What follows belongs to an exercise in optimizing a design on an open flow for small area, a short achievable clock period and few clock cycles per item; a production flow would make more cautious choices.
Where RTL was checked, it was by simulation tests only, not by an equivalence proof against the original.
The RTL of run 5 was laid out without a check of its function.
No activity file was given, so power comes from the tool's default toggle rates.

### design/flow/run.sh
#!/bin/bash
# synth_recipe.tcl (not shown) runs the flow's synth.tcl, then flattens the netlist and writes it again
# the make line also repeats each setting of config.mk as NAME=value (left out here)
make -C /OpenROAD-flow-scripts/flow DESIGN_CONFIG=/design/flow/config.mk WORK_HOME=/design/flow/orfs CLKGATE_MAP_FILE= SYNTH_SCRIPT=/design/flow/synth_recipe.tcl finish
### design/flow/config.mk
export PLATFORM = sky130hd
export DESIGN_NAME = integer_to_radix_digits
export DESIGN_NICKNAME = integer_to_radix_digits
export VERILOG_FILES = /design/flow/design.v
export SDC_FILE = /design/flow/constraint.sdc
export NUM_CORES = 4
export LEC_CHECK = 0
export ABC_AREA = 1
export CAP_MARGIN = 20
export CORE_MARGIN = 2
export CORE_UTILIZATION = 50
export SETUP_SLACK_MARGIN = 3.3
export SLEW_MARGIN = 20
### design/flow/constraint.sdc
create_clock -name core_clock -period 7.0 [get_ports {clk}]
set_input_delay 1.4000 -clock core_clock [delete_from_list [all_inputs] [get_ports {clk}]]
set_output_delay 1.4000 -clock core_clock [all_outputs]
set_load 0.01 [all_outputs]
### design/flow/design.v
`timescale 1ns / 1ps
package itrd_pkg;
	localparam int DATA_W   = 32;
	localparam int RADIX_W  = 5;
	localparam int CHAR_W   = 7;
	localparam int CFG_W    = 64;
	localparam int CFG_IDX_W = 2;
	localparam logic [CFG_IDX_W-1:0] REG_LENGTH = 2'd0;
	localparam logic [CFG_IDX_W-1:0] REG_LOW    = 2'd1;
	localparam logic [CFG_IDX_W-1:0] REG_HIGH   = 2'd2;
	localparam logic [7:0] CHAR_PLUS  = 8'h2b;
	localparam logic [7:0] CHAR_MINUS = 8'h2d;
	localparam logic [7:0] CHAR_FIRST = 8'd32;
endpackage
`timescale 1ns / 1ps
import itrd_pkg::*;
module itrd_div
#(
	parameter int K = 2
) (
	input  logic [3:0]   rem_i,    
	input  logic [K-1:0] d_i,      
	input  logic         nd16,
	input  logic [3:0]   nd4,
	input  logic [3:0]   m,
	output logic [K-1:0] q_o,      
	output logic [3:0]   rem_o     
);
	function automatic logic ge4f(input logic [3:0] a, input logic [3:0] b);
		logic [3:0] g;
		logic [3:0] e;
		g = a & ~b;
		e = ~(a ^ b);
		ge4f = g[3] | (e[3] & g[2]) | (e[3] & e[2] & g[1]) | (e[3] & e[2] & e[1] & (a[0] | ~b[0]));
	endfunction
	always_comb begin
		logic [3:0] r;
		logic [3:0] t;
		logic [3:0] s;
		logic       q;
		logic       c1;
		logic       c2;
		logic       c3;
		r = rem_i;
		for (int b = K - 1; b >= 0; b--) begin
			t  = {r[2:0], d_i[b]};
			q  = r[3] | (~nd16 & ge4f(t, nd4));
			c1 = t[0] & m[0];
			c2 = (t[1] & m[1]) | (t[1] & t[0] & m[0]) | (m[1] & t[0] & m[0]);
			c3 = (t[2] & m[2]) | (t[2] & t[1] & m[1]) | (t[2] & t[1] & t[0] & m[0]) | (t[2] & m[1] & t[0] & m[0])
			   | (m[2] & t[1] & m[1]) | (m[2] & t[1] & t[0] & m[0]) | (m[2] & m[1] & t[0] & m[0]);
			s[0] = t[0] ^ m[0];
			s[1] = t[1] ^ m[1] ^ c1;
			s[2] = t[2] ^ m[2] ^ c2;
			s[3] = t[3] ^ m[3] ^ c3;
			q_o[b] = q;
			r = q ? s : t;
		end
		rem_o = r;
	end
endmodule
`timescale 1ns / 1ps
import itrd_pkg::*;
module integer_to_radix_digits
#(
	parameter int MAX_ALPHABET = 16
) (
	input  logic                   clk,
	input  logic                   arst_n,
	input  logic                   cfg_we,
	input  logic [CFG_IDX_W-1:0]   cfg_index,
	input  logic [CFG_W-1:0]       cfg_data,
	input  logic                   in_valid,
	output logic                   in_ready,
	input  logic signed [DATA_W-1:0] value,
	output logic                   out_valid,
	input  logic                   out_ready,
	output logic [CHAR_W-1:0]      out_char,
	output logic                   last_char
);
	localparam int K  = 2;                  
	localparam int NV = 2;                  
	localparam int VW = 1;
	localparam int NS = (DATA_W + K - 1) / K;
	localparam int W  = NS * K;
	localparam int S  = 16;                 
	localparam int SW = 4;
	logic [RADIX_W-1:0] alen_q;
	logic               wlo_q;
	logic               whi_q;
	logic [CHAR_W-1:0]  ach_q [16];
	logic [15:0]        badf_q;
	function automatic logic bad_char(input logic [7:0] c);
		bad_char = c[7] || c[6:5] == 2'b00 || c == CHAR_PLUS || c == CHAR_MINUS;
	endfunction
	logic cfg_reg;
	assign cfg_reg = cfg_we && cfg_index != 2'd3;
	always_ff @(posedge clk or negedge arst_n) begin
		if (!arst_n) begin
			alen_q <= '0;
			wlo_q  <= 1'b0;
			whi_q  <= 1'b0;
		end else if (cfg_we) begin
			if (cfg_index == REG_LENGTH)
				alen_q <= cfg_data[RADIX_W-1:0];
			if (cfg_index == REG_LOW)
				wlo_q <= 1'b1;
			if (cfg_index == REG_HIGH)
				whi_q <= 1'b1;
		end
	end
	always_ff @(posedge clk) begin
		if (cfg_we && (cfg_index == REG_LOW || cfg_index == REG_HIGH)) begin
			for (int k = 0; k < 8; k++) begin
				if (cfg_index == REG_LOW) begin
					ach_q[k]  <= cfg_data[8*k +: CHAR_W];
					badf_q[k] <= bad_char(cfg_data[8*k +: 8]);
				end else begin
					ach_q[8+k]  <= cfg_data[8*k +: CHAR_W];
					badf_q[8+k] <= bad_char(cfg_data[8*k +: 8]);
				end
			end
		end
	end
	logic [4:0] nd;          
	logic       r2_q;
	logic       r3_q;
	logic       r4_q;
	logic       nd16_q;      
	logic [3:0] nd4_q;       
	logic [3:0] ndm1_q;      
	logic [3:0] h0_q;        
	logic [3:0] h1_q;        
	logic [3:0] m_q;         
	logic       nd16b_q;
	logic [3:0] nd4b_q;
	logic [3:0] mb_q;
	assign nd = (alen_q == 5'd2 || alen_q == 5'd4) ? 5'd16 : (alen_q == 5'd3) ? 5'd9 : alen_q;
	always_ff @(posedge clk) begin
		r2_q   <= alen_q == 5'd2;
		r3_q   <= alen_q == 5'd3;
		r4_q   <= alen_q == 5'd4;
		nd16_q <= nd == 5'd16;
		nd4_q  <= nd[3:0];
		ndm1_q <= 4'(nd - 5'd1);
		h0_q   <= 4'((nd + 5'd1) >> 1);
		h1_q   <= 4'(nd >> 1);
		m_q    <= 4'(5'd16 - nd);
		nd16b_q <= nd16_q;
		nd4b_q  <= nd4_q;
		mb_q    <= m_q;
	end
	logic [3:0]        asel;
	logic [CHAR_W-1:0] achar;
	assign achar = ach_q[asel];
	logic       chk_busy_q;
	logic       ok_q;
	logic       dup_q;
	logic       scan_q;       
	logic [3:0] ci_q;
	logic       lenok;
	logic       badany;
	logic       dupnow;
	logic       chk_last;
	assign lenok = alen_q >= 5'd2 && alen_q <= 5'(MAX_ALPHABET);
	always_comb begin
		badany = 1'b0;
		for (int i = 0; i < 16; i++)
			if (5'(i) < alen_q && (badf_q[i] || (i < 8 ? !wlo_q : !whi_q)))
				badany = 1'b1;
		dupnow = 1'b0;
		for (int j = 1; j < 16; j++)
			if (4'(j) > ci_q && 5'(j) < alen_q && ach_q[j] == achar)
				dupnow = 1'b1;
	end
	assign chk_last = !lenok || ({1'b0, ci_q} + 5'd2 >= alen_q);
	logic pre_ok;
	logic pre_ok_q;    
	logic flush;
	assign pre_ok = lenok && !badany;
	assign flush  = cfg_reg || (chk_busy_q && !scan_q && (!pre_ok_q || dup_q));
	always_ff @(posedge clk or negedge arst_n) begin
		if (!arst_n) begin
			pre_ok_q <= 1'b0;
		end else begin
			pre_ok_q <= pre_ok;
		end
	end
	always_ff @(posedge clk or negedge arst_n) begin
		if (!arst_n) begin
			chk_busy_q <= 1'b0;
			scan_q     <= 1'b0;
			ok_q       <= 1'b0;
			dup_q      <= 1'b0;
			ci_q       <= '0;
		end else if (cfg_reg) begin
			chk_busy_q <= 1'b1;
			scan_q     <= 1'b1;
			ok_q       <= 1'b0;
			dup_q      <= 1'b0;
			ci_q       <= '0;
		end else if (scan_q) begin
			dup_q <= dup_q || dupnow;
			ci_q  <= ci_q + 4'd1;
			if (chk_last)
				scan_q <= 1'b0;
		end else if (chk_busy_q) begin
			chk_busy_q <= 1'b0;
			ok_q       <= pre_ok_q && !dup_q;
		end
	end
	logic [NV-1:0]      vfull_q;
	logic [VW-1:0]      vfp_q;        
	logic [VW-1:0]      vep_q;        
	logic [NV-1:0]      vent_q;       
	logic               vepv_q;       
	logic [DATA_W-1:0]  vcap_q [NV];  
	logic [NV-1:0]      vneg_q;       
	logic [W-1:0]       uext   [NV];
	logic [W-1:0]       uent;
	logic [NS-1:0]      unz;
	logic [NS-1:0]      utop;         
	for (genvar v = 0; v < NV; v++) begin : g_vx
		assign uext[v] = W'(vcap_q[v]);
	end
	assign uent   = uext[vep_q];
	assign vepv_q = vfull_q[vep_q] && !vent_q[vep_q];
	always_comb begin
		logic seen;
		for (int c = 0; c < NS; c++)
			unz[c] = |uent[c*K +: K];
		seen = 1'b0;
		for (int c = NS - 1; c >= 1; c--) begin
			utop[c] = unz[c] && !seen;
			seen    = seen || unz[c];
		end
		utop[0] = !seen;
	end
	logic [NS-1:0] sv_q;             
	logic [NS-1:0] sf_q;             
	logic [VW-1:0] svi_q  [NS];      
	logic [NS-1:0] snz_q;            
	logic [3:0]    srem_q [NS];
	logic [3:0]    srem   [NS];      
	logic [NS-1:0] snz;
	logic [K-1:0]  x_q    [NS];      
	logic [K-1:0]  dch  [NS];
	logic [K-1:0]  qch  [NS];
	logic [3:0]    rout [NS];
	logic [NS-1:0] qnz;
	logic [NS-1:0] trig;             
	logic [NS-1:0] mv;               
	logic [NS-1:0] entc;
	logic [NS-1:0] enty;
	logic [NS-1:0] infa;             
	logic [NS-1:0] free_ge;
	logic          ev_q;
	logic          ef_q;
	logic          eneg_q;
	logic          edone_q;
	logic [3:0]    er_q;
	logic          carry_q;
	logic          curneg_q;
	logic          gstall;
	logic          cin0;
	logic          cont0;
	logic          cin_m1;
	logic [4:0]    sum_m1;
	logic          cout_m1;
	logic [3:0]    dig_m1;
	logic          vneg_m1;
	function automatic logic ge4(input logic [3:0] a, input logic [3:0] b);
		logic [3:0] g;
		logic [3:0] e;
		g = a & ~b;
		e = ~(a ^ b);
		ge4 = g[3] | (e[3] & g[2]) | (e[3] & e[2] & g[1]) | (e[3] & e[2] & e[1] & (a[0] | ~b[0]));
	endfunction
	logic [NS-1:0] qlow;             
	logic [NS-1:0] remhi;            
	for (genvar c = 0; c < NS; c++) begin : g_se
		if (c == NS - 1) begin : g_top
			assign srem[c] = '0;
			assign snz[c]  = 1'b0;
		end else begin : g_mid
			assign srem[c] = srem_q[c];
			assign snz[c]  = snz_q[c];
		end
	end
	for (genvar c = 0; c < NS; c++) begin : g_st
		assign dch[c] = x_q[c];
		itrd_div #(.K(K)) u_div (
			.rem_i (srem[c]),
			.d_i   (dch[c]),
			.nd16  (c < NS / 2 ? nd16_q : nd16b_q),
			.nd4   (c < NS / 2 ? nd4_q  : nd4b_q),
			.m     (c < NS / 2 ? m_q    : mb_q),
			.q_o   (qch[c]),
			.rem_o (rout[c])
		);
		assign remhi[c] = srem[c][3] || srem[c][2];
		assign qlow[c]  = c < NS / 2 ? (!nd16_q && ge4({srem[c][1:0], dch[c]}, nd4_q))
		                             : (!nd16b_q && ge4({srem[c][1:0], dch[c]}, nd4b_q));
		assign qnz[c]   = remhi[c] || qlow[c];
	end
	assign cin_m1  = ef_q ? eneg_q : carry_q;
	assign cout_m1 = ev_q && cin_m1 && er_q == ndm1_q;
	always_comb begin
		sum_m1 = '0;
		if (!cout_m1) begin
			sum_m1[0] = er_q[0] ^ cin_m1;
			sum_m1[1] = er_q[1] ^ (er_q[0] & cin_m1);
			sum_m1[2] = er_q[2] ^ (er_q[1] & er_q[0] & cin_m1);
			sum_m1[3] = er_q[3] ^ (er_q[2] & er_q[1] & er_q[0] & cin_m1);
		end
	end
	assign dig_m1  = sum_m1[3:0];
	assign vneg_m1 = ef_q ? eneg_q : curneg_q;
	logic          sgn_q;          
	logic          esign;          
	logic          pneg;           
	assign pneg = vneg_m1 && !sgn_q;
	logic vneg0;
	assign vneg0   = vneg_q[svi_q[0]];
	assign cin0    = sf_q[0] ? vneg0 : cout_m1;
	assign cont0   = qnz[0] || (cin0 && !remhi[0] && {srem[0][1:0], dch[0]} == ndm1_q);
	always_comb begin
		logic any;
		for (int c = 1; c < NS; c++)
			trig[c] = sv_q[c] && !snz[c] && qnz[c];
		trig[0] = sv_q[0] && !snz[0] && cont0;
		begin
			logic [NS-1:0] bg;
			logic [NS-1:0] bp;
			logic [NS-1:0] ng;
			logic [NS-1:0] np;
			bg = sv_q & trig;
			bp = sv_q & ~trig;
			for (int d = 1; d < NS; d = d * 2) begin
				for (int c = 0; c < NS; c++) begin
					if (c >= d) begin
						ng[c] = bg[c] | (bp[c] & bg[c-d]);
						np[c] = bp[c] & bp[c-d];
					end else begin
						ng[c] = bg[c];
						np[c] = bp[c];
					end
				end
				bg = ng;
				bp = np;
			end
			mv[0] = !gstall;
			for (int c = 1; c < NS; c++)
				mv[c] = !gstall && !bg[c-1];
		end
		any = 1'b0;
		for (int c = NS - 1; c >= 0; c--) begin
			any        = any || sv_q[c];
			free_ge[c] = !any;
		end
		for (int c = 0; c < NS; c++) begin
			entc[c] = trig[c] && mv[c];
			enty[c] = vepv_q && utop[c] && free_ge[c] && !gstall;
			infa[c] = (c < NS - 1) ? (sv_q[(c+1) % NS] && mv[(c+1) % NS]) : 1'b0;
		end
	end
	always_ff @(posedge clk or negedge arst_n) begin
		if (!arst_n) begin
			sv_q <= '0;
		end else if (flush) begin
			sv_q <= '0;
		end else begin
			for (int c = 0; c < NS; c++)
				sv_q[c] <= entc[c] || enty[c] || infa[c] || (sv_q[c] && !mv[c]);
		end
	end
	always_ff @(posedge clk) begin
		for (int c = 0; c < NS; c++) begin
			if (enty[c])
				x_q[c] <= uent[c*K +: K];
			else if (infa[c] && sf_q[(c+1) % NS])
				x_q[c] <= uext[svi_q[(c+1) % NS]][c*K +: K];
			else if (mv[c])
				x_q[c] <= qch[c];
			if (entc[c] || enty[c]) begin
				sf_q[c]   <= enty[c];
				svi_q[c]  <= vep_q;
				snz_q[c]  <= 1'b0;
				srem_q[c] <= '0;
			end else if (infa[c]) begin
				sf_q[c]   <= sf_q[(c+1) % NS];
				svi_q[c]  <= svi_q[(c+1) % NS];
				snz_q[c]  <= snz[(c+1) % NS] || qnz[(c+1) % NS];
				srem_q[c] <= rout[(c+1) % NS];
			end
		end
	end
	logic [3:0]    buf_q [S];
	logic [SW-1:0] wp_q;
	logic [1:0]    qn_q;
	logic [SW-1:0] qtop_q [2];
	logic          qneg_q [2];
	logic [1:0]    qst_q  [2];
	logic          m1_go;           
	logic          push;
	logic [1:0]    st_m1;
	always_comb begin
		st_m1 = 2'd0;
		if (r2_q)
			st_m1 = dig_m1[3] ? 2'd3 : dig_m1[2] ? 2'd2 : dig_m1[1] ? 2'd1 : 2'd0;
		else if (r4_q)
			st_m1 = (dig_m1[3] || dig_m1[2]) ? 2'd1 : 2'd0;
		else if (r3_q)
			st_m1 = (dig_m1 >= 4'd3) ? 2'd1 : 2'd0;
	end
	logic [SW-1:0] ob;
	assign ob     = busy_q ? base_q : nb_q;
	assign gstall = ev_q && (SW'(wp_q + SW'(1)) == ob || (edone_q && qn_q == 2'd2));
	assign m1_go  = ev_q && !gstall;
	assign push   = m1_go && edone_q;
	always_ff @(posedge clk or negedge arst_n) begin
		if (!arst_n) begin
			ev_q <= 1'b0;
		end else if (flush) begin
			ev_q <= 1'b0;
		end else if (!gstall) begin
			ev_q <= sv_q[0];
		end
	end
	always_ff @(posedge clk) begin
		if (!gstall) begin
			ef_q    <= sf_q[0];
			eneg_q  <= vneg0;
			er_q    <= rout[0];
			edone_q <= !snz_q[0] && !cont0;
		end
		if (m1_go) begin
			carry_q  <= cout_m1;
			curneg_q <= vneg_m1;
			buf_q[wp_q] <= dig_m1;
		end
	end
	always_ff @(posedge clk or negedge arst_n) begin
		if (!arst_n)
			sgn_q <= 1'b0;
		else if (flush || push)
			sgn_q <= 1'b0;
		else if (esign)
			sgn_q <= 1'b1;
	end
	logic vrel;      
	logic accept;
	logic vtake;     
	assign vrel     = sv_q[0] && sf_q[0] && mv[0];
	assign vtake    = chk_busy_q || ok_q;
	assign in_ready = !vtake || !vfull_q[vfp_q];
	assign accept   = in_valid && in_ready;
	always_ff @(posedge clk or negedge arst_n) begin
		if (!arst_n) begin
			vfull_q <= '0;
			vent_q  <= '0;
			vfp_q   <= '0;
			vep_q   <= '0;
		end else if (flush) begin
			vfull_q <= '0;
			vent_q  <= '0;
			vfp_q   <= '0;
			vep_q   <= '0;
		end else begin
			if (vrel)
				vfull_q[svi_q[0]] <= 1'b0;
			if (|enty) begin
				vent_q[vep_q] <= 1'b1;
				vep_q         <= VW'(vep_q + VW'(1));
			end
			if (accept && vtake) begin
				vfull_q[vfp_q] <= 1'b1;
				vent_q[vfp_q]  <= 1'b0;
				vfp_q          <= VW'(vfp_q + VW'(1));
			end
		end
	end
	always_ff @(posedge clk) begin
		if (accept)
			vcap_q[vfp_q] <= value ^ {DATA_W{value[DATA_W-1]}};
		if (accept)
			vneg_q[vfp_q] <= value[DATA_W-1];
	end
	logic          busy_q;
	logic [SW-1:0] rp_q;
	logic [SW-1:0] base_q;
	logic [SW-1:0] nb_q;
	logic [1:0]    sub_q;
	logic          spend_q;
	logic          dv_q;
	logic          dminus_q;
	logic [3:0]    dd_q;
	logic          dlast_q;
	logic          out_valid_q;
	logic [CHAR_W-1:0] out_char_q;
	logic          last_q;
	logic          out_free;
	logic          d_free;
	logic          e_go;
	logic [3:0]    ent;
	logic [3:0]    edig;
	logic          at_base;
	logic          seg_end;
	logic [1:0]    spe;
	logic          load_q0;        
	logic          load_push;      
	logic          pop;
	assign out_free = !out_valid_q || out_ready;
	assign d_free   = !dv_q || out_free;
	assign e_go     = busy_q && d_free && ok_q;
	assign esign    = !busy_q && qn_q == 2'd0 && ev_q && pneg && d_free && ok_q;
	assign ent      = buf_q[rp_q];
	assign at_base  = rp_q == base_q;
	assign spe      = r2_q ? 2'd3 : (r4_q || r3_q) ? 2'd1 : 2'd0;
	assign seg_end  = e_go && !spend_q && sub_q == 2'd0 && at_base;
	always_comb begin
		if (r2_q)
			edig = {3'd0, ent[sub_q]};
		else if (r4_q)
			edig = {2'd0, ent[{sub_q[0], 1'b0} +: 2]};
		else if (r3_q) begin
			logic [1:0] hi;
			logic [1:0] lo;
			case (ent)
				4'd0:    begin hi = 2'd0; lo = 2'd0; end
				4'd1:    begin hi = 2'd0; lo = 2'd1; end
				4'd2:    begin hi = 2'd0; lo = 2'd2; end
				4'd3:    begin hi = 2'd1; lo = 2'd0; end
				4'd4:    begin hi = 2'd1; lo = 2'd1; end
				4'd5:    begin hi = 2'd1; lo = 2'd2; end
				4'd6:    begin hi = 2'd2; lo = 2'd0; end
				4'd7:    begin hi = 2'd2; lo = 2'd1; end
				default: begin hi = 2'd2; lo = 2'd2; end
			endcase
			edig = {2'd0, sub_q[0] ? hi : lo};
		end
		else
			edig = ent;
	end
	assign load_q0   = (!busy_q || seg_end) && qn_q != 2'd0;
	assign load_push = (!busy_q || seg_end) && qn_q == 2'd0 && push;
	assign pop       = load_q0;
	logic [SW-1:0] ld_top;
	logic          ld_neg;
	logic [1:0]    ld_st;
	assign ld_top = load_q0 ? qtop_q[0] : wp_q;
	assign ld_neg = load_q0 ? qneg_q[0] : (pneg && !esign);
	assign ld_st  = load_q0 ? qst_q[0]  : st_m1;
	always_ff @(posedge clk or negedge arst_n) begin
		if (!arst_n) begin
			wp_q    <= '0;
			qn_q    <= '0;
			busy_q  <= 1'b0;
			nb_q    <= '0;
			dv_q    <= 1'b0;
			out_valid_q <= 1'b0;
		end else if (flush) begin
			wp_q    <= '0;
			qn_q    <= '0;
			busy_q  <= 1'b0;
			nb_q    <= '0;
			dv_q    <= 1'b0;
			if (out_free)
				out_valid_q <= dv_q;
		end else begin
			if (m1_go)
				wp_q <= SW'(wp_q + SW'(1));
			begin
				logic push_q;
				push_q = push && !load_push;
				case ({push_q, pop})
					2'b10: qn_q <= qn_q + 2'd1;
					2'b01: qn_q <= qn_q - 2'd1;
					default: ;
				endcase
			end
			if (load_q0 || load_push) begin
				busy_q <= 1'b1;
				nb_q   <= SW'(ld_top + SW'(1));
			end else if (seg_end) begin
				busy_q <= 1'b0;
			end
			if (d_free)
				dv_q <= e_go || esign;
			if (out_free)
				out_valid_q <= dv_q;
		end
	end
	always_ff @(posedge clk) begin
		begin
			logic push_q;
			push_q = push && !load_push;
			if (pop) begin
				qtop_q[0] <= qtop_q[1];
				qneg_q[0] <= qneg_q[1];
				qst_q[0]  <= qst_q[1];
			end
			if (push_q) begin
				if (qn_q == 2'd0 || (qn_q == 2'd1 && pop)) begin
					qtop_q[0] <= wp_q;
					qneg_q[0] <= pneg && !esign;
					qst_q[0]  <= st_m1;
				end else begin
					qtop_q[1] <= wp_q;
					qneg_q[1] <= pneg && !esign;
					qst_q[1]  <= st_m1;
				end
			end
		end
		if (load_q0 || load_push) begin
			rp_q     <= ld_top;
			sub_q    <= ld_st;
			spend_q  <= ld_neg;
			base_q   <= nb_q;
		end else if (e_go) begin
			if (spend_q) begin
				spend_q <= 1'b0;
			end else if (sub_q != 2'd0) begin
				sub_q <= sub_q - 2'd1;
			end else if (!at_base) begin
				rp_q  <= SW'(rp_q - SW'(1));
				sub_q <= spe;
			end
		end
		if (esign) begin
			dminus_q <= 1'b1;
			dlast_q  <= 1'b0;
		end
		if (d_free && e_go) begin
			dminus_q <= spend_q;
			dd_q     <= edig;
			dlast_q  <= !spend_q && sub_q == 2'd0 && at_base;
		end
		if (out_free && dv_q) begin
			out_char_q <= dminus_q ? CHAR_MINUS[CHAR_W-1:0] : achar;
			last_q     <= dlast_q;
		end
	end
	assign asel = scan_q ? ci_q : dd_q;
	assign out_valid = out_valid_q;
	assign out_char  = out_char_q;
	assign last_char = last_q;
endmodule
==> flow_summary_export.csv, run 1 <==
group,metric,value,unit
yosys,yosysUniqueCellTypes,58,
sta,worst_pin_slew,1060,ps
cts,cts_sinks,523,
die,fp.dieH,269,um
yosys,ys.flop_type,"edfxtp_1",
cts,clk_pin_slew,60,ps
grt,grt_start_max_net_pins,65,
worst_setup_path,required,5600,ps
yosys,yosysTopAreaCellShare,30.8,%
die,die_area,72600,um^2
sta,fin_crit_sh,51.3,%
sta,maxSlewViolCount,0,
die,coreArea,69900,um^2
placed_design,dpl.hpwl,73100,um
die,initial_core_util,50.4,%
placed_design,gp_congestion,0.950,
cts,cts_buffer_depth,3,
worst_setup_path,critPathKind,"register to output pin",
yosys,yosysMostFrequentCell,"nand2_1",
power_and_ir_drop,comb_power_share,54.2,%
cells_and_area,fin_util,57.2,%
sta,setup_viol,0,
die,die_w,269,um
detailed_routing,viasPerCell,5.49,
die,num_io_pins,113,
job,cap_viol_max_count,0,
power_and_ir_drop,p_leak,18.6,nW
yosys,synth_nets,4841,
yosys,syn_area,35200,um^2
worst_setup_path,rrSetupSlack,3460,ps
detailed_routing,vias,30700,
grt,overflow,0,
cells_and_area,nets,5001,
power_and_ir_drop,clkPwrFrac,18.1,%
cells_and_area,layout-drive-gt1-share,7.48,%
power_and_ir_drop,seqPwrFrac,27.8,%
cts,clock_latency,650,ps
cells_and_area,syn_to_final_growth,13.4,%
placed_design,place_area,37300,um^2
hold_path,hold_depth,0,
cells_and_area,finalInstanceArea,40000,um^2
sta,min_period,3590,ps
yosys,synthArstFlopShare,10.1,%
yosys,ys_seq_elements,523,
power_and_ir_drop,p_per_area,431,nW/um^2
run_status,outcome,"timing/DRC/antenna clean",
cts,ctsHtreeMaxLevel,2,
sta,layout_setup_ws,3410,ps
power_and_ir_drop,peakVddDrop,0.243,mV
detailed_routing,ant_nets,0,
sta,tns,0,ps
placed_design,dp_slack,2420,ps
cells_and_area,fillCellCount,6629,
sta,rsz0062_at_grt,"false",
power_and_ir_drop,intPower,9.42,mW
hold_path,min_delay_worst_endpoint,"nd4b_q[1]$_DFF_P_",
detailed_routing,drt_iter0_drc,2610,
placed_design,port_buffers,112,
yosys,ys_top_cells_by_count,"1101 x nand2_1, 561 x inv_1, 366 x nor2_1",
hold_path,min-delay-start,"nd4_q[1]$_DFF_P_",
cells_and_area,diodes,0,
sta,slew_headroom,29.1,%
grt,grtUsageTotal,27.5,%
worst_setup_path,start_kind,"register",
yosys,avgSynthCellArea,7.93,um^2
sta,fmax,279,MHz
yosys,yosysTopAreaCell,"edfxtp_1",
worst_setup_path,crit_fanout,4,
yosys,synth_area_leaders,"edfxtp_1 31%, nand2_1 12%, ha_1 10%, dfxtp_1 6.2%, inv_1 6.0%",
cts,cts-root-buf,"clkbuf_16",
detailed_routing,dr.pass1.iters,6,
sta,skew,22.5,ps
power_and_ir_drop,switching_share,45.3,%
grt,grt_pass1_vias,28300,
yosys,synth_edf_count,361,
cts,hold_buffers,0,
sta,hold_ws,357,ps
cts,cts_buffers,58,
yosys,yosys_warnings,24,
grt,grt_pass1_wl,158000,um
die,num_rows,97,
detailed_routing,wl_per_cell,18.5,um
detailed_routing,drt_wl_total,103000,um
worst_setup_path,r2r-start,"vep_q$_DFFE_PN0P_",
yosys,synthCells,4444,
cts,cts_tree,"yes",
grt,antenna_found_initial,2,
worst_setup_path,regToRegEndpoint,"svi_q[4]$_DFFE_PN_",
hold_path,min_path_type,"register to register",
worst_setup_path,crit_arrival,2190,ps
yosys,ys_seq_area_share,40.7,%
worst_setup_path,cp-end-kind,"output pin",
worst_setup_path,reg2reg_depth,10,
worst_setup_path,crit_start,"ok_q$_DFFE_PN0P_",
sta,hold_violations,0,
detailed_routing,route.detailed.drc,0,
power_and_ir_drop,switchingPower,7.81,mW
cells by family (layout without fill, tap and decap cells):
family / Yosys count / count (layout) / synth area share (%)
buffers and inverters: 679 / 885 / 7.67
DFF: 523 / 523 / 40.7
adders and majority gates: 294 / 294 / 10.4
AOI/OAI and AO/OA: 744 / 744 / 12.0
xor gates and xnor gates: 157 / 157 / 3.90
muxes: 20 / 20 / 0.568
and+or+nand+nor: 2027 / 2030 / 24.7
cell type report:
| type | instances | area [um^2] | share of cell area [%] |
|---|---|---|---|
| clock buffer | 80 | 1590 | 3.99 |
| inverter | 581 | 2210 | 5.53 |
| multi-input combinational | 3245 | 18400 | 46.1 |
| timing repair buffer | 195 | 1870 | 4.67 |
| sequential | 523 | 14400 | 35.9 |
| tap | 940 | 1180 | 2.94 |
| clock inverter | 29 | 323 | 0.808 |
state kept, by name, indices dropped and copies added, names as in the netlist, 15 cells and up, named ones only:
register	flops
svi_q	16
x_q	32
sf_q	16
sv_q	16
buf_q	64
badf_q	16
vcap_q	62
snz	15
srem_q	60
ach_q	112
cell usage in the layout, fill, tap and decap left out, drive strengths merged, types with 5 or more instances in the layout:
cell	instances
xnor2	45
buf	84
o211ai	76
nor4	7
clkinvlp	10
o21ai	351
inv	578
nand4	40
a31oi	21
nor3	29
mux2i	20
ha	294
o22ai	13
o21bai	11
dfxtp	109
clkinv	17
nand3	346
nand2	1126
or2	30
a211oi	13
xor2	112
bufinv	5
nand3b	54
nor2	395
clkbuf	81
a21oi	212
edfxtp	361
o31a	7
dfrtp	53
clkdlybuf4s50	110
o21a	22
power by group through the flow:
stage / combinational (mW) / clock, mW / sequential [mW]
floorplan: 6.78 / 0 / 4.58
global placement: 8.62 / 0 / 4.84
detailed placement: 8.74 / 0 / 4.84
CTS: 8.86 / 3.16 / 4.78
global route: 10.7 / 3.28 / 4.87
finish: 9.33 / 3.11 / 4.79
routing by layer:
metal | track usage [%] | vias up | wire length (um)
met5 | 0 | - | 13
met4 | 8.58 | 2 | 2980
met3 | 4.13 | 183 | 7230
met2 | 43.4 | 988 | 45900
met1 | 38.9 | 14300 | 47200
li1 | - | 15200 | -
worst max-delay path, stage by stage, from the launching register on:
cell and delay [ps]:
dfrtp_1 450, nor2_2 280, a21oi_1 80, o21ai_2 140
clkdlybuf4s50_1 600
how the worst max path moves through the flow:
stage | to | slack, ps | depth (start not counted)
floorplan | ach_q[0][0]$_DFFE_PP_ | 3590 | 4
global placement | nb_q[3]$_DFFE_PN0P_ | 2470 | 18
detailed placement | nb_q[3]$_DFFE_PN0P_ | 2420 | 18
CTS | x_q[7][1]$_DFFE_PP_ | 3310 | 16
global route | srem_q[12][2]$_SDFFE_PP0P_ | 3270 | 21
finish | in_ready | 3410 | 4
metrics by stage:
step                      instances  power [mW]
after floorplan                4444        11.4
after global placement         5427        13.5
after detailed placement       5427        13.6
after CTS                      5542        16.8
after global routing           5593        18.8
final                          5593        17.2
timing repair:
item	in CTS	in global routing
resized for setup	18	92
setup endpoints to repair	111	180
pin swaps	2	19
buffers inserted	5	49
gates cloned	1	2
Testbench counts, summed over its fixed seeds: cycles 10,277, values 960.
==> inputs of run 2 (changes only) <==
--- a/design/flow/config.mk
+++ b/design/flow/config.mk
@@ -7,3 +7,2 @@
 export LEC_CHECK = 0
-export ABC_AREA = 1
 export CAP_MARGIN = 20
@@ -11,3 +10,3 @@
 export CORE_UTILIZATION = 50
-export SETUP_SLACK_MARGIN = 3.3
+export SETUP_SLACK_MARGIN = 3.6
 export SLEW_MARGIN = 20
==> run 2 against run 1 <==
Via count decreased by 8.3%. Maximum frequency is 12% lower. Sequential share of layout area down 2.3 points. First-iteration DRC count fell by 4.3%. Power rose by 20%. Setup slack lost 510 ps. Still clean. Count of clock-buffer cells in the layout decreased by 2. Non-clock buffer count increased by 217. Flip-flop and latch count unchanged. Register-to-register slack worse by 560 ps. Cell area is 6.9% higher.
==> flow_summary_export.csv, run 2 <==
group,metric,value,unit
yosys,synthCells,3355,
placed_design,port_buffers,112,
cells_and_area,fillCellCount,5373,
detailed_routing,wl_per_cell,23.5,um
yosys,syn_area,34200,um^2
power_and_ir_drop,switching_share,42.8,%
grt,antenna_found_initial,1,
placed_design,dpl.hpwl,74400,um
worst_setup_path,crit_arrival,4490,ps
detailed_routing,route.detailed.drc,0,
power_and_ir_drop,p_per_area,485,nW/um^2
power_and_ir_drop,seqPwrFrac,24.7,%
sta,hold_ws,374,ps
power_and_ir_drop,clkPwrFrac,15.4,%
cells_and_area,multiInputGateArea,20800,um^2
yosys,ys_top_cells_by_count,"361 x edfxtp_1, 294 x ha_1, 281 x nor2_1",
sta,tns,0,ps
detailed_routing,ant_nets,0,
worst_setup_path,reg2reg_depth,16,
yosys,synthArstFlopShare,10.1,%
die,die_w,265,um
placed_design,dp_slack,1800,ps
grt,met3_usage,4.13,%
cts,cts-root-buf,"clkbuf_16",
cells_and_area,final_cells,4630,
detailed_routing,vias,28100,
cts,clock_latency,660,ps
grt,grt_start_max_net_pins,66,
cells_and_area,syn_to_final_growth,25.0,%
cells_and_area,nets,4105,
yosys,yosys_warnings,24,
power_and_ir_drop,comb_power_share,59.8,%
sta,slew_headroom,33.2,%
die,num_io_pins,113,
job,cap_viol_max_count,0,
worst_setup_path,required,7390,ps
sta,maxSlewViolCount,0,
grt,grtUsageTotal,30.2,%
run_status,outcome,"timing/DRC/antenna clean",
hold_path,min_path_type,"register to register",
cts,hold_buffers,0,
cells_and_area,largest_reg_flops,112,
worst_setup_path,crit_fanout,5,
grt,use_met1,42.5,%
sta,min_period,4100,ps
yosys,ys_seq_area_share,42.0,%
sta,rsz0062_at_grt,"true",
hold_path,min-delay-start,"nd4_q[1]$_DFF_P_",
hold_path,min_delay_worst_endpoint,"nd4b_q[1]$_DFF_P_",
sta,fin_crit_sh,58.5,%
sta,skew,34.2,ps
grt,busiest_layer,"met2",
worst_setup_path,start_kind,"register",
sta,worst_pin_slew,993,ps
yosys,synth_edf_count,361,
cts,clk_pin_slew,70,ps
yosys,yosysMostFrequentCell,"edfxtp_1",
detailed_routing,viasPerCell,6.08,
die,fp.dieH,265,um
yosys,yosysTopAreaCell,"edfxtp_1",
worst_setup_path,rrSetupSlack,2900,ps
cts,ctsHtreeMaxLevel,2,
cts,cts_buffers,58,
grt,grt_pass1_wl,165000,um
yosys,avgSynthCellArea,10.2,um^2
cells_and_area,layout-drive-gt1-share,23.2,%
cts,cts_sinks,523,
power_and_ir_drop,p_leak,17.0,nW
worst_setup_path,cp-end-kind,"register",
die,coreArea,67400,um^2
grt,overflow,0,
die,num_rows,95,
detailed_routing,dr.pass1.iters,5,
grt,grtUsageMet2,48.6,%
worst_setup_path,regToRegEndpoint,"svi_q[7]$_DFFE_PN_",
yosys,synth_area_leaders,"edfxtp_1 32%, ha_1 11%, dfxtp_1 6.4%, dfrtp_1 3.9%, xnor2_1 3.6%",
placed_design,gp_congestion,0.978,
grt,grt_pass1_vias,27900,
power_and_ir_drop,switchingPower,8.86,mW
worst_setup_path,r2r-start,"nd4_q[1]$_DFF_P_",
worst_setup_path,critPathKind,"register to register",
detailed_routing,drt_iter0_drc,2499,
yosys,ys.flop_type,"edfxtp_1",
placed_design,place_area,36500,um^2
cells_and_area,finalInstanceArea,42700,um^2
sta,fmax,244,MHz
cells_and_area,final_common_cell,"edfxtp_1",
sta,layout_setup_ws,2900,ps
cells_and_area,regMostFlops,"ach_q",
cells_and_area,fin_util,63.4,%
cells_and_area,top_regs,"ach_q (112), buf_q (64), vcap_q (62)",
sta,setup_viol,0,
cells_and_area,register_area,14400,um^2
power_and_ir_drop,peakVddDrop,0.265,mV
die,initial_core_util,50.7,%
die,die_area,70400,um^2
sta,hold_violations,0,
power_and_ir_drop,finalPower,20.7,mW
yosys,ys_seq_elements,523,
yosys,synth_nets,3752,
yosys,yosysUniqueCellTypes,108,
cts,cts_buffer_depth,3,
detailed_routing,drt_wl_total,109000,um
power_and_ir_drop,intPower,11.8,mW
cells_and_area,mostFrequentLayoutCells,"361 x edfxtp_1, 288 x ha_1, 250 x nor2_1",
cts,cts_tree,"yes",
hold_path,hold_depth,0,
yosys,yosysTopAreaCellShare,31.7,%
placed_design,place_inst,4266,
-- run 2: cell types whose count changed in the layout (fill, tap and decap cells not counted), sizes merged, moves of 59 or more --
cell,change
buf,+216
inv,-434
mux2,+82
mux2i,+90
nand2,-872
nand2b,+59
nand3,-273
nor2,-113
nor2b,+69
o21ai,-150
xnor2,+97
-- run 2: worst max-delay path by stage --
stage                     slack, ps        startpoint                    to  cells past startpoint
after floorplan                2890  nd4_q[1]$_DFF_P_   svi_q[14]$_DFFE_PN_                     13
after global placement         1770  scan_q$_DFF_PN0_     dup_q$_DFFE_PN0P_                     13
after detailed placement       1800  nd4_q[1]$_DFF_P_   x_q[9][0]$_DFFE_PP_                     14
after CTS                      2980  nd4_q[1]$_DFF_P_  x_q[11][0]$_DFFE_PP_                     14
after global routing           2790  nd4_q[1]$_DFF_P_    svi_q[7]$_DFFE_PN_                     16
final                          2900  nd4_q[1]$_DFF_P_    svi_q[7]$_DFFE_PN_                     16
-- run 2: critical path, cell delays in order, from the launching register on --
cell and delay, ps:
dfxtp_2 350, clkinvlp_4 120, buf_8 140, ha_4 220, nor2b_4 120, o2111a_1 240, or4_4 450, o221ai_4 240
o221ai_4 160, or4b_4 530, buf_4 150, buf_6 100, buf_6 120, a41oi_4 220, and2_4 240, a21o_4 140
mux2_4 300
-- run 2: area by class of cell --
class,count,area share (%)
clock inverters,30,0.955
diodes,1,0.00586
clock buffers,78,3.69
multi-input cells,2566,48.7
inverters,147,1.36
repair buffers,412,9.08
flip-flops and latches,523,33.7
well taps,873,2.56
-- run 2: repair_timing --
| action | CTS | global route |
|---|---|---|
| resized for setup | 353 | 144 |
| pin swaps | 132 | 73 |
| setup buffers | 182 | 67 |
| setup endpoints to repair | 262 | 221 |
| cloned | 6 | 0 |
-- run 2: kinds of logic after synthesis --
| kind of cell | share of synthesized area [%] |
|---|---|
| simple gates | 14.0 |
| compound gates | 15.3 |
| flops | 42.0 |
| fa+ha+maj | 10.9 |
| xor+xnor | 7.25 |
| buf+inv | 3.12 |
| mux | 7.38 |
-- run 2: power by group through the flow --
stage                     registers, mW  logic [mW]  clock network (mW)
after CTS                          5.10        11.6                3.23
after detailed placement           5.18        9.81                   0
after global routing               5.21        13.6                3.36
after floorplan                    4.71        7.72                   0
final                              5.12        12.4                3.19
after global placement             5.16        9.50                   0
-- run 2: metal layers --
layer,routed length (um),part of all wire [%]
met1,48400,45
met3,7040,6.5
met2,50200,46
met4,3160,2.9
met5,0,0
==> inputs of run 3 (changes only) <==
--- a/design/flow/config.mk
+++ b/design/flow/config.mk
@@ -7,2 +7,3 @@
 export LEC_CHECK = 0
+export ABC_AREA = 1
 export CAP_MARGIN = 20
==> run 3 against run 2 <==
Largest power group unchanged. Highest routed layer unchanged. Largest cell class unchanged. First-iteration DRC count increased by 9.5%. Count of clock-buffer cells in the layout rose by 2. Synthesized cell count is 32% higher. Die area grew 3.1%.
==> flow_summary_export.csv, run 3 <==
group,metric,value,unit
die,coreArea,69900,um^2
placed_design,place_inst,5427,
power_and_ir_drop,switching_share,45.2,%
yosys,ys_seq_elements,523,
die,num_rows,97,
yosys,avgSynthCellArea,7.93,um^2
cts,cts_sinks,523,
grt,grt_pass1_wl,161000,um
cells_and_area,top_regs,"ach_q (112), buf_q (64), vcap_q (62)",
worst_setup_path,r2r-start,"vep_q$_DFFE_PN0P_",
yosys,yosysTopAreaCellShare,30.8,%
cells_and_area,final_common_cell,"nand2_1",
sta,worst_pin_slew,987,ps
sta,skew,21.6,ps
worst_setup_path,regToRegEndpoint,"svi_q[4]$_DFFE_PN_",
power_and_ir_drop,peakVddDrop,0.248,mV
cells_and_area,layout-drive-gt1-share,11.4,%
cells_and_area,diodes,0,
yosys,ys.flop_type,"edfxtp_1",
sta,rsz0062_at_grt,"true",
worst_setup_path,crit_fanout,26,
run_status,outcome,"timing/DRC/antenna clean",
placed_design,dpl.hpwl,73100,um
power_and_ir_drop,p_leak,19.1,nW
detailed_routing,wl_per_cell,19.0,um
cts,ctsHtreeMaxLevel,2,
detailed_routing,ant_nets,0,
yosys,yosysUniqueCellTypes,58,
cts,clock_latency,650,ps
grt,overflow,0,
worst_setup_path,crit_chain,"buf_4 -> nor2_1 -> a32o_1 -> clkinvlp_4 -> nor3_2 -> nand2_1 -> nor2_2 -> nand3_2 -> nand2_2 -> inv_1 -> nand2_1",
yosys,yosys_warnings,24,
detailed_routing,drt_wl_total,107000,um
cells_and_area,regMostFlops,"ach_q",
die,num_io_pins,113,
grt,grtUsageTotal,27.9,%
power_and_ir_drop,p_per_area,437,nW/um^2
worst_setup_path,crit_buf_inv,3,
worst_setup_path,required,7350,ps
die,initial_core_util,50.4,%
cts,cts_buffers,58,
sta,tns,0,ps
yosys,synth_area_leaders,"edfxtp_1 31%, nand2_1 12%, ha_1 10%, dfxtp_1 6.2%, inv_1 6.0%",
cts,hold_buffers,0,
cts,cts-root-buf,"clkbuf_16",
grt,antenna_found_initial,1,
worst_setup_path,cp.depth,11,
placed_design,port_buffers,112,
yosys,syn_area,35200,um^2
yosys,ys_top_cells_by_count,"1101 x nand2_1, 561 x inv_1, 366 x nor2_1",
cells_and_area,mostFrequentLayoutCells,"1049 x nand2_1, 534 x inv_1, 361 x edfxtp_1",
yosys,ys_seq_area_share,40.7,%
job,cap_viol_max_count,0,
worst_setup_path,cp_top_family,"simple AND/OR/NAND/NOR gates",
cells_and_area,fillCellCount,6523,
cts,cts_tree,"yes",
worst_setup_path,reg2reg_depth,11,
worst_setup_path,slowest_stage,"dfrtp_4",
worst_setup_path,rrSetupSlack,3720,ps
detailed_routing,viasPerCell,5.51,
detailed_routing,route.detailed.drc,0,
worst_setup_path,crit_arrival,3630,ps
worst_setup_path,cpMostUsedCell,"nand2_1",
cts,cts_buffer_depth,3,
hold_path,min-delay-start,"nd4_q[3]$_DFF_P_",
yosys,synth_edf_count,361,
power_and_ir_drop,intPower,9.90,mW
sta,min_period,3280,ps
worst_setup_path,critPathKind,"register to register",
placed_design,gp_congestion,0.950,
power_and_ir_drop,switchingPower,8.15,mW
worst_setup_path,cp-end-kind,"register",
die,die_w,269,um
detailed_routing,vias,31200,
yosys,synth_nets,4841,
cells_and_area,nets,5074,
sta,fmax,305,MHz
sta,fin_crit_sh,46.9,%
power_and_ir_drop,seqPwrFrac,26.6,%
sta,setup_viol,0,
worst_setup_path,cp-endpoint,"svi_q[4]$_DFFE_PN_",
yosys,synthArstFlopShare,10.1,%
sta,maxSlewViolCount,0,
worst_setup_path,cp_slowest_stage_delay,560,ps
cells_and_area,syn_to_final_growth,17.1,%
yosys,synthCells,4444,
detailed_routing,drt_iter0_drc,2736,
yosys,yosysTopAreaCell,"edfxtp_1",
cts,clk_pin_slew,70,ps
cells_and_area,final_cells,5666,
hold_path,hold_depth,0,
grt,grt_start_max_net_pins,65,
sta,slew_headroom,34.1,%
power_and_ir_drop,clkPwrFrac,17.3,%
worst_setup_path,start_kind,"register",
power_and_ir_drop,comb_power_share,56.1,%
worst_setup_path,crit_start,"vep_q$_DFFE_PN0P_",
grt,grt_pass1_vias,28600,
hold_path,min_path_type,"register to register",
die,die_area,72600,um^2
cells_and_area,largest_reg_flops,112,
die,fp.dieH,269,um
cells_and_area,fin_util,59.0,%
sta,hold_violations,0,
detailed_routing,dr.pass1.iters,6,
yosys,yosysMostFrequentCell,"nand2_1",
==> run 3: changes by cell type after synthesis, sizes merged, moves of 69 or more <==
| cell | before | now |
|---|---|---|
| nand2 | 254 | 1126 |
| nor2 | 282 | 392 |
| nor2b | 69 | 0 |
| mux2i | 110 | 20 |
| xnor2 | 142 | 45 |
| o21ai | 200 | 351 |
| mux2 | 82 | 0 |
| nand3 | 73 | 346 |
| inv | 146 | 579 |
==> run 3: logic make-up (layout without fill, tap and decap cells) <==
| family | count (synthesis) | in the layout | synth area share, % |
|---|---|---|---|
| xor gates and xnor gates | 157 | 157 | 3.90 |
| DFF | 523 | 523 | 40.7 |
| AOI/OAI and AO/OA | 744 | 744 | 12.0 |
| buffers and inverters | 679 | 957 | 7.67 |
| and+or+nand+nor | 2027 | 2031 | 24.7 |
| adders and majority gates | 294 | 294 | 10.4 |
| muxes | 20 | 20 | 0.568 |
==> run 3: power by group through the flow <==
stage / clock network, mW / registers, mW / logic (mW)
after global placement: 0 / 4.84 / 8.62
final: 3.12 / 4.80 / 10.1
after floorplan: 0 / 4.58 / 6.78
after detailed placement: 0 / 4.84 / 8.74
after global routing: 3.28 / 4.88 / 11.5
after CTS: 3.16 / 4.77 / 9.20
==> run 3: layout make-up <==
type                            instances  area, um^2  area share (%)
Inverter                              581        2230            5.42
Clock buffer                           80        1590            3.86
Sequential cell                       523       14400            34.8
Timing Repair inverter                  1        7.51          0.0182
Clock inverter                         29         323           0.782
Tap cell                              940        1180            2.85
Timing Repair Buffer                  266        2550            6.19
Multi-Input combinational cell       3246       19000            46.0
==> run 3: metrics by stage <==
stage / area (um^2) / hold WS, ps / setup slack [ps] / total power, mW
final: 41300 / 376 / 3720 / 18.1
after global routing: 41300 / 379 / 3520 / 19.6
after CTS: 39800 / 356 / 3600 / 17.1
after detailed placement: 37300 / 344 / 2420 / 13.6
after global placement: 37300 / 345 / 2470 / 13.5
after floorplan: 35200 / 331 / 3590 / 11.4
==> run 3: routing by layer <==
metal  up-vias  GRT usage, %  wire length [um]
met4         0          8.01              3030
met3       187          3.98              7450
met5         -             0                 0
li1      15400             -                 -
met1     14600          39.6             48600
met2      1100          44.3             48300
==> run 3: how the worst min path moves through the flow <==
stage,to
final,nd4b_q[3]$_DFF_P_
after global routing,nd4b_q[2]$_DFF_P_
after CTS,nd4b_q[3]$_DFF_P_
after detailed placement,nd4b_q[3]$_DFF_P_
after global placement,nd4b_q[3]$_DFF_P_
after floorplan,nd16b_q$_DFF_P_
==> run 3: worst register-to-register path, delay by kind of cell, from the launching register on <==
kind / cells / cell delay (ps)
buffers and inverters: 3 / 640
AND/OR/NAND/NOR: 7 / 1410
AO/OA/AOI/OAI: 1 / 390
flip-flops: 1 / 560
==> run 3: what timing repair did <==
action	4_1_cts	5_1_grt
resized for setup	80	233
pin swaps	18	58
gates cloned	3	6
setup endpoints to repair	226	259
setup buffers	41	80
==> inputs of run 4 (changes only) <==
--- a/design/flow/config.mk
+++ b/design/flow/config.mk
@@ -10,3 +10,3 @@
 export CORE_MARGIN = 2
-export CORE_UTILIZATION = 50
+export CORE_UTILIZATION = 60
 export SETUP_SLACK_MARGIN = 3.6
==> run 4 against run 3 <==
Clock skew up 12 ps. Register-to-register slack worse by 100 ps. Routed wire length down 1.9%. Critical path type unchanged. Via count up 2.1%. Highest routed layer unchanged. Synthesized cell count unchanged. Sequential power about the same. Clock power up 4%. Cell count down 2.9%.
==> flow_summary_export.csv, run 4 <==
group,metric,value,unit
cts,clock_latency,650,ps
detailed_routing,wl_per_cell,19.1,um
worst_setup_path,start_kind,"register",
cells_and_area,register_area,14400,um^2
grt,grt_start_max_net_pins,60,
worst_setup_path,slowest_stage,"dfxtp_1",
hold_path,min_path_type,"register to register",
yosys,synth_nets,4841,
cells_and_area,mostFrequentLayoutCells,"1026 x nand2_1, 517 x inv_1, 361 x edfxtp_1",
cts,cts_tree,"yes",
yosys,synthAdderAreaFrac,10.4,%
worst_setup_path,rrSetupSlack,3620,ps
worst_setup_path,crit_fanout,12,
yosys,ys_seq_elements,523,
die,die_area,60700,um^2
yosys,ys_seq_area_share,40.7,%
cts,ctsHtreeMaxLevel,2,
die,num_io_pins,113,
cells_and_area,syn_to_final_growth,18.5,%
yosys,synthMuxAreaShare,0.568,%
grt,antenna_found_initial,1,
worst_setup_path,cp_slowest_stage_delay,370,ps
detailed_routing,dr.pass1.iters,7,
cells_and_area,layout-drive-gt1-share,13.7,%
sta,hold_ws,356,ps
placed_design,place_inst,5248,
sta,fin_crit_sh,48.3,%
worst_setup_path,crit_chain,"inv_2 -> buf_12 -> ha_4 -> nand3_1 -> nor2_1 -> o21ai_0 -> nand2_1 -> inv_1 -> or2_2 -> o21ai_0 -> inv_1 -> ha_1 -> o21a_1 -> o21ai_1 -> nand2_2 -> inv_2 -> o21ai_0 -> o21ai_0 -> a21oi_1",
yosys,synth_compound_area_share,12.0,%
hold_path,hold_depth,0,
cts,cts-root-buf,"clkbuf_16",
sta,setup_viol,0,
yosys,yosysMostFrequentCell,"nand2_1",
placed_design,place_area,37000,um^2
cells_and_area,nets,5088,
placed_design,port_buffers,112,
cells_and_area,finalInstanceArea,41700,um^2
worst_setup_path,regToRegEndpoint,"srem_q[9][0]$_SDFFE_PP0P_",
worst_setup_path,r2r-start,"nd4b_q[3]$_DFF_P_",
sta,min_period,3380,ps
power_and_ir_drop,p_leak,19.2,nW
cts,cts_buffers,57,
yosys,avgSynthCellArea,7.93,um^2
worst_setup_path,cpMostUsedCell,"o21ai_0",
yosys,yosysTopAreaCellShare,30.8,%
cells_and_area,top_regs,"ach_q (112), buf_q (64), vcap_q (62)",
cts,cts_sinks,523,
placed_design,dp_slack,2390,ps
cts,cts_buffer_depth,3,
yosys,synthCells,4444,
yosys,synth_top_family_by_area,"simple AND/OR/NAND/NOR gates",
die,fp.dieH,246,um
sta,slew_headroom,34.3,%
yosys,yosys_warnings,24,
cells_and_area,fillCellCount,4696,
worst_setup_path,crit_arrival,3960,ps
cells_and_area,largest_reg_flops,112,
cells_and_area,fin_util,72.1,%
grt,grt_pass1_wl,160000,um
sta,maxSlewViolCount,0,
worst_setup_path,cp-end-kind,"register",
job,cap_viol_max_count,0,
die,die_w,246,um
yosys,synth_edf_count,361,
power_and_ir_drop,peakVddDrop,0.362,mV
yosys,yosys.area_share.simple,24.7,%
sta,rsz0062_at_grt,"true",
cells_and_area,final_cells,5504,
sta,tns,0,ps
run_status,outcome,"timing/DRC/antenna clean",
power_and_ir_drop,finalPower,18.6,mW
detailed_routing,drt_wl_total,105000,um
sta,fmax,295,MHz
yosys,yosysUniqueCellTypes,58,
sta,layout_setup_ws,3620,ps
yosys,synthXorXnorAreaFrac,3.90,%
worst_setup_path,required,7580,ps
yosys,syn_area,35200,um^2
yosys,yosysTopAreaCell,"edfxtp_1",
grt,grt_pass1_vias,29400,
die,num_rows,88,
cells_and_area,diodes,0,
grt,grtUsageTotal,33.6,%
sta,hold_violations,0,
yosys,synth_area_leaders,"edfxtp_1 31%, nand2_1 12%, ha_1 10%, dfxtp_1 6.2%, inv_1 6.0%",
sta,skew,33.6,ps
detailed_routing,vias,31900,
die,coreArea,57900,um^2
placed_design,gp_congestion,0.985,
grt,overflow,0,
worst_setup_path,crit_buf_inv,5,
cts,clk_pin_slew,60,ps
power_and_ir_drop,p_per_area,445,nW/um^2
placed_design,dpl.hpwl,71700,um
yosys,synthArstFlopShare,10.1,%
detailed_routing,drt_iter0_drc,3063,
worst_setup_path,critPathKind,"register to register",
cts,hold_buffers,0,
cells_and_area,multiInputGateArea,19500,um^2
hold_path,min_delay_worst_endpoint,"nd4b_q[1]$_DFF_P_",
worst_setup_path,cp_top_family,"compound AO/OA/AOI/OAI gates",
detailed_routing,ant_nets,0,
die,initial_core_util,60.8,%
detailed_routing,viasPerCell,5.80,
detailed_routing,route.detailed.drc,0,
sta,worst_pin_slew,985,ps
yosys,ys_top_cells_by_count,"1101 x nand2_1, 561 x inv_1, 366 x nor2_1",
cells_and_area,regMostFlops,"ach_q",
hold_path,min-delay-start,"nd4_q[1]$_DFF_P_",
yosys,ys.flop_type,"edfxtp_1",
cells_and_area,final_common_cell,"nand2_1",
worst_setup_path,reg2reg_depth,19,
==> run 4: cell counts after synthesis <==
Identical to the previous run, type by type.
==> run 4: metal layers <==
| layer | track usage (%) | vias up | share of wire [%] |
|---|---|---|---|
| met1 | 46.7 | 14800 | 42 |
| met4 | 12.1 | 0 | 3.7 |
| met3 | 5.10 | 272 | 9.1 |
| met2 | 53.3 | 1419 | 45 |
| met5 | 0 | - | 0 |
| li1 | - | 15400 | - |
==> run 4: how the worst max path moves through the flow <==
stage / startpoint / end / cells past startpoint
3_5_place_dp: out_ready / register / 18
4_1_cts: wp_q[0]$_DFFE_PN0P_ / x_q[0][0]$_DFFE_PP_ / 15
5_1_grt: nd4b_q[2]$_DFF_P_ / x_q[8][0]$_DFFE_PP_ / 22
6_report: nd4b_q[3]$_DFF_P_ / srem_q[9][0]$_SDFFE_PP0P_ / 19
2_1_floorplan: cfg_index[1] / ach_q[0][0]$_DFFE_PP_ / 4
3_3_place_gp: out_ready / nb_q[3]$_DFFE_PN0P_ / 18
==> run 4: kinds of logic after synthesis <==
logic type,count (synthesis)
and+or+nand+nor,2027
AOI/OAI and AO/OA,744
buffers and inverters,679
DFF,523
adders and majority gates,294
xor gates and xnor gates,157
muxes,20
==> run 4: what timing repair did <==
item | CTS | global route
pin swaps | 30 | 92
resized for setup | 141 | 299
gates cloned | 4 | 5
setup buffers | 57 | 83
setup endpoints to repair | 261 | 233
==> run 4: worst reg2reg max path: stages, from the launching register on <==
cell and delay, ps:
dfxtp_1 370, inv_2 100, buf_12 180, ha_4 310, nand3_1 60, nor2_1 90
o21ai_0 90, nand2_1 160, inv_1 100, or2_2 300, o21ai_0 150, inv_1 120
ha_1 300, o21a_1 120, o21ai_1 70, nand2_2 150, inv_2 60, o21ai_0 310
o21ai_0 150, a21oi_1 120
==> run 4: report_power, final <==
part           leakage, nW  internal [mW]  switching, mW
clock                0.994           1.92           1.32
combinational         13.3           4.20           6.31
sequential            4.97           4.13          0.704
total                 19.2           10.2           8.34
==> run 4: layout make-up <==
type,count,area share (%)
multi-input combinational,3249,46.7
clock inverter,35,1.05
timing repair buffer,279,6.37
clock buffer,72,3.82
inverter,581,5.36
tap,765,2.29
sequential,523,34.4
==> inputs of run 5 (changes only) <==
--- a/design/flow/design.v
+++ b/design/flow/design.v
@@ -494,6 +494,2 @@
 	logic          spend_q;
-	logic          dv_q;
-	logic          dminus_q;
-	logic [3:0]    dd_q;
-	logic          dlast_q;
 	logic          out_valid_q;
@@ -513,3 +509,3 @@
 	assign out_free = !out_valid_q || out_ready;
-	assign d_free   = !dv_q || out_free;
+	assign d_free   = out_free;
 	assign e_go     = busy_q && d_free && ok_q;
@@ -559,3 +555,2 @@
 			nb_q    <= '0;
-			dv_q    <= 1'b0;
 			out_valid_q <= 1'b0;
@@ -566,5 +561,4 @@
 			nb_q    <= '0;
-			dv_q    <= 1'b0;
 			if (out_free)
-				out_valid_q <= dv_q;
+				out_valid_q <= 1'b0;
 		end else begin
@@ -587,6 +581,4 @@
 			end
-			if (d_free)
-				dv_q <= e_go || esign;
 			if (out_free)
-				out_valid_q <= dv_q;
+				out_valid_q <= e_go || esign;
 		end
@@ -630,16 +622,11 @@
 		if (esign) begin
-			dminus_q <= 1'b1;
-			dlast_q  <= 1'b0;
+			out_char_q <= CHAR_MINUS[CHAR_W-1:0];
+			last_q     <= 1'b0;
 		end
-		if (d_free && e_go) begin
-			dminus_q <= spend_q;
-			dd_q     <= edig;
-			dlast_q  <= !spend_q && sub_q == 2'd0 && at_base;
-		end
-		if (out_free && dv_q) begin
-			out_char_q <= dminus_q ? CHAR_MINUS[CHAR_W-1:0] : achar;
-			last_q     <= dlast_q;
+		if (e_go) begin
+			out_char_q <= spend_q ? CHAR_MINUS[CHAR_W-1:0] : achar;
+			last_q     <= !spend_q && sub_q == 2'd0 && at_base;
 		end
 	end
-	assign asel = scan_q ? ci_q : dd_q;
+	assign asel = scan_q ? ci_q : edig;
 	assign out_valid = out_valid_q;
--- a/design/flow/config.mk
+++ b/design/flow/config.mk
@@ -7,7 +7,6 @@
 export LEC_CHECK = 0
-export ABC_AREA = 1
 export CAP_MARGIN = 20
 export CORE_MARGIN = 2
-export CORE_UTILIZATION = 60
-export SETUP_SLACK_MARGIN = 3.6
+export CORE_UTILIZATION = 40
+export SETUP_SLACK_MARGIN = 4.5
 export SLEW_MARGIN = 20
==> run 5 against run 4 <==
Global-route usage shrank 9.5 points. Maximum frequency shrank 28%. Critical path depth down 2. Sequential power down 9.7%. Cell count down 8.9%. Register-to-register slack lost 1300 ps. First-iteration DRC count down 22%. Cell area rose by 8.5%. Via count decreased by 13%. Synthesized area down 4.1%. Power shrank 16%. Largest power group unchanged.
==> flow_summary_export.csv, run 5 <==
group,metric,value,unit
cts,clock_latency,640,ps
power_and_ir_drop,p_per_area,345,nW/um^2
placed_design,port_buffers,112,
hold_path,min-delay-start,"nd4_q[2]$_DFF_P_",
detailed_routing,route.detailed.drc,0,
worst_setup_path,critPathKind,"register to register",
grt,antenna_found_initial,3,
grt,grt_pass1_vias,26600,
cells_and_area,final_common_cell,"edfxtp_1",
worst_setup_path,regToRegEndpoint,"dup_q$_DFFE_PN0P_",
worst_setup_path,rrSetupSlack,2290,ps
die,die_area,86800,um^2
die,num_rows,106,
sta,min_period,4710,ps
worst_setup_path,cp-end-kind,"register",
detailed_routing,drt_wl_total,108000,um
sta,setup_viol,0,
power_and_ir_drop,p_leak,18.1,nW
cts,cts_sinks,516,
power_and_ir_drop,peakVddDrop,0.225,mV
yosys,ys_top_cells_by_count,"355 x edfxtp_1, 312 x nor2_1, 294 x ha_1",
die,coreArea,83700,um^2
yosys,synthArstFlopShare,10.1,%
cells_and_area,register_area,14200,um^2
cts,clk_pin_slew,60,ps
cells_and_area,layout-drive-gt1-share,31.0,%
detailed_routing,vias,27900,
sta,rsz0062_at_grt,"true",
detailed_routing,dr.pass1.iters,6,
sta,skew,36.4,ps
cells_and_area,syn_to_final_growth,34.1,%
hold_path,min_path_type,"register to register",
grt,grt_pass1_wl,161000,um
yosys,yosysTopAreaCellShare,31.6,%
sta,fmax,212,MHz
cells_and_area,fin_util,54.1,%
yosys,yosysUniqueCellTypes,111,
cts,cts_buffer_depth,3,
yosys,syn_area,33800,um^2
yosys,synthCells,3356,
die,initial_core_util,40.4,%
cells_and_area,regMostFlops,"ach_q",
die,fp.dieH,295,um
sta,fin_crit_sh,67.2,%
cells_and_area,nets,4230,
detailed_routing,drt_iter0_drc,2379,
worst_setup_path,reg2reg_depth,17,
yosys,ys_seq_elements,516,
cells_and_area,diodes,0,
yosys,yosysMostFrequentCell,"edfxtp_1",
sta,hold_violations,0,
yosys,synth_edf_count,355,
cts,ctsHtreeMaxLevel,2,
yosys,yosys_warnings,24,
hold_path,hold_depth,0,
yosys,ys_seq_area_share,41.9,%
cells_and_area,multiInputGateArea,22300,um^2
cts,hold_buffers,0,
cells_and_area,fillCellCount,7150,
detailed_routing,wl_per_cell,21.5,um
yosys,avgSynthCellArea,10.1,um^2
sta,maxSlewViolCount,0,
yosys,synth_nets,3753,
run_status,outcome,"timing/DRC/antenna clean",
grt,grt_start_max_net_pins,53,
yosys,ys.flop_type,"edfxtp_1",
die,die_w,295,um
yosys,yosysTopAreaCell,"edfxtp_1",
sta,worst_pin_slew,1030,ps
yosys,synth_area_leaders,"edfxtp_1 32%, ha_1 11%, dfxtp_1 6.5%, mux2i_1 4.0%, dfrtp_1 3.9%",
worst_setup_path,start_kind,"register",
sta,tns,0,ps
cells_and_area,top_regs,"ach_q (112), buf_q (64), vcap_q (62)",
cts,cts-root-buf,"clkbuf_16",
grt,grtUsageTotal,24.1,%
placed_design,gp_congestion,0.975,
placed_design,dpl.hpwl,71500,um
worst_setup_path,crit_fanout,10,
cells_and_area,largest_reg_flops,112,
detailed_routing,viasPerCell,5.55,
detailed_routing,ant_nets,0,
sta,slew_headroom,31.5,%
die,num_io_pins,113,
cts,cts_tree,"yes",
cells_and_area,mostFrequentLayoutCells,"355 x edfxtp_1, 275 x ha_1, 247 x nor2_1",
worst_setup_path,required,7550,ps
worst_setup_path,crit_arrival,5260,ps
hold_path,min_delay_worst_endpoint,"nd4b_q[2]$_DFF_P_",
job,cap_viol_max_count,0,
grt,overflow,0,
cts,cts_buffers,58,
-- run 5: cell types whose count changed after synthesis, sizes merged, moves of 71 or more --
cell | before | now
inv | 579 | 118
mux2i | 20 | 135
nand3 | 346 | 80
xnor2 | 45 | 140
nor2 | 392 | 321
o21ai | 351 | 181
nor2b | 0 | 71
mux2 | 0 | 85
nand2b | 0 | 81
nand2 | 1126 | 288
-- run 5: routing by layer --
| layer | global-route usage, % | share of wire [%] | vias up |
|---|---|---|---|
| li1 | - | - | 13200 |
| met1 | 32.2 | 43 | 13600 |
| met2 | 40.5 | 48 | 804 |
| met3 | 3.16 | 5.5 | 213 |
| met4 | 7.06 | 3.1 | 6 |
| met5 | 0 | 0.032 | - |
-- run 5: where the power goes --
group,internal (mW),leakage (nW),switching (mW)
Sequential,3.81,4.95,0.553
Combinational,3.74,12.2,4.57
Clock,1.67,0.900,1.28
Total,9.22,18.1,6.40
-- run 5: stage by stage --
step / total power, mW / std cells / hold WS (ps) / setup WS (ps) / instance area [um^2]
2_1_floorplan: 9.62 / 3356 / 329 / 2830 / 35300
3_3_place_gp: 11.1 / 4523 / 349 / 1340 / 37300
3_5_place_dp: 11.2 / 4523 / 345 / 1290 / 37300
4_1_cts: 15.2 / 4916 / 362 / 2360 / 43400
5_1_grt: 16.7 / 5015 / 370 / 2100 / 45300
6_report: 15.6 / 5015 / 366 / 2290 / 45300
-- run 5: layout make-up --
type | instances | share of cell area (%)
clock buffers | 79 | 3.54
clock inverters | 29 | 0.475
inverters | 119 | 1.14
multi-input cells | 2618 | 49.3
flip-flops and latches | 516 | 31.3
well taps | 1134 | 3.13
repair buffers | 520 | 11.0
-- run 5: worst max path at each step --
| stage | cells after the start | to | from | slack [ps] |
|---|---|---|---|---|
| 2_1_floorplan | 15 | dup_q$_DFFE_PN0P_ | register | 2830 |
| 3_3_place_gp | 15 | dup_q$_DFFE_PN0P_ | register | 1340 |
| 3_5_place_dp | 15 | dup_q$_DFFE_PN0P_ | register | 1290 |
| 4_1_cts | 16 | dup_q$_DFFE_PN0P_ | register | 2360 |
| 5_1_grt | 17 | dup_q$_DFFE_PN0P_ | register | 2100 |
| 6_report | 17 | dup_q$_DFFE_PN0P_ | register | 2290 |
-- run 5: worst max-delay path, cell delays in order, from the launching register on --
cell,delay (ps)
dfxtp_4,410
mux4_2,500
mux4_2,590
buf_4,180
ha_2,170
a211o_1,220
o311ai_1,100
o211ai_1,120
buf_4,190
a21o_4,260
mux4_2,450
o21a_2,230
o21ai_0,270
nor4b_4,360
nand4_1,210
o211ai_1,150
a2111oi_2,70
a21oi_1,150
-- run 5: cells by family (layout without fill, tap and decap cells) --
kind of cell / Yosys count / after routing / synth area share (%)
compound gates: 723 / 725 / 13.8
xor+xnor: 259 / 259 / 6.78
fa+ha+maj: 305 / 305 / 11.2
buf+inv: 229 / 747 / 2.97
flops: 516 / 516 / 41.9
mux: 231 / 232 / 7.63
simple gates: 1093 / 1097 / 15.7
-- run 5: timing repair --
action                     CTS  global route
setup endpoints to repair  562           478
cloned                       6             1
gates resized for setup    521           243
pin swaps                  193           164
setup buffers              279            98

==> re-timing with driven ports <==
Ports are ideal in the flow. The routed layouts listed here were re-timed in OpenROAD. Step 1, drivers: a clkbuf_16 drives clk and a buf_2 each remaining input, both assumed. Step 2 also shifts input and output timing later by t, the mid clock arrival at the registers, as if the neighbouring blocks saw the same clock. a / b / c = no drivers / after step 1 / after step 2; a / b = the first two.
run | t, ns | setup WS [ns] | cell pins on the clock port's net
run 1 | 0.708 | 3.411 / 3.345 / 2.892 | 1
run 2 | 0.708 | 2.904 / 2.904 / 2.904 | 1
run 3 | 0.712 | 3.720 / 3.700 / 3.115 | 1
run 4 | 0.695 | 3.616 / 3.616 / 3.086 | 1
run 5 | 0.693 | 2.293 / 2.293 / 2.293 | 1
After both steps setup and hold are still met in every run listed. For run 3, which loses most, drivers alone change the setup slack by -0.020 ns; drivers and shift together by -0.605 ns.
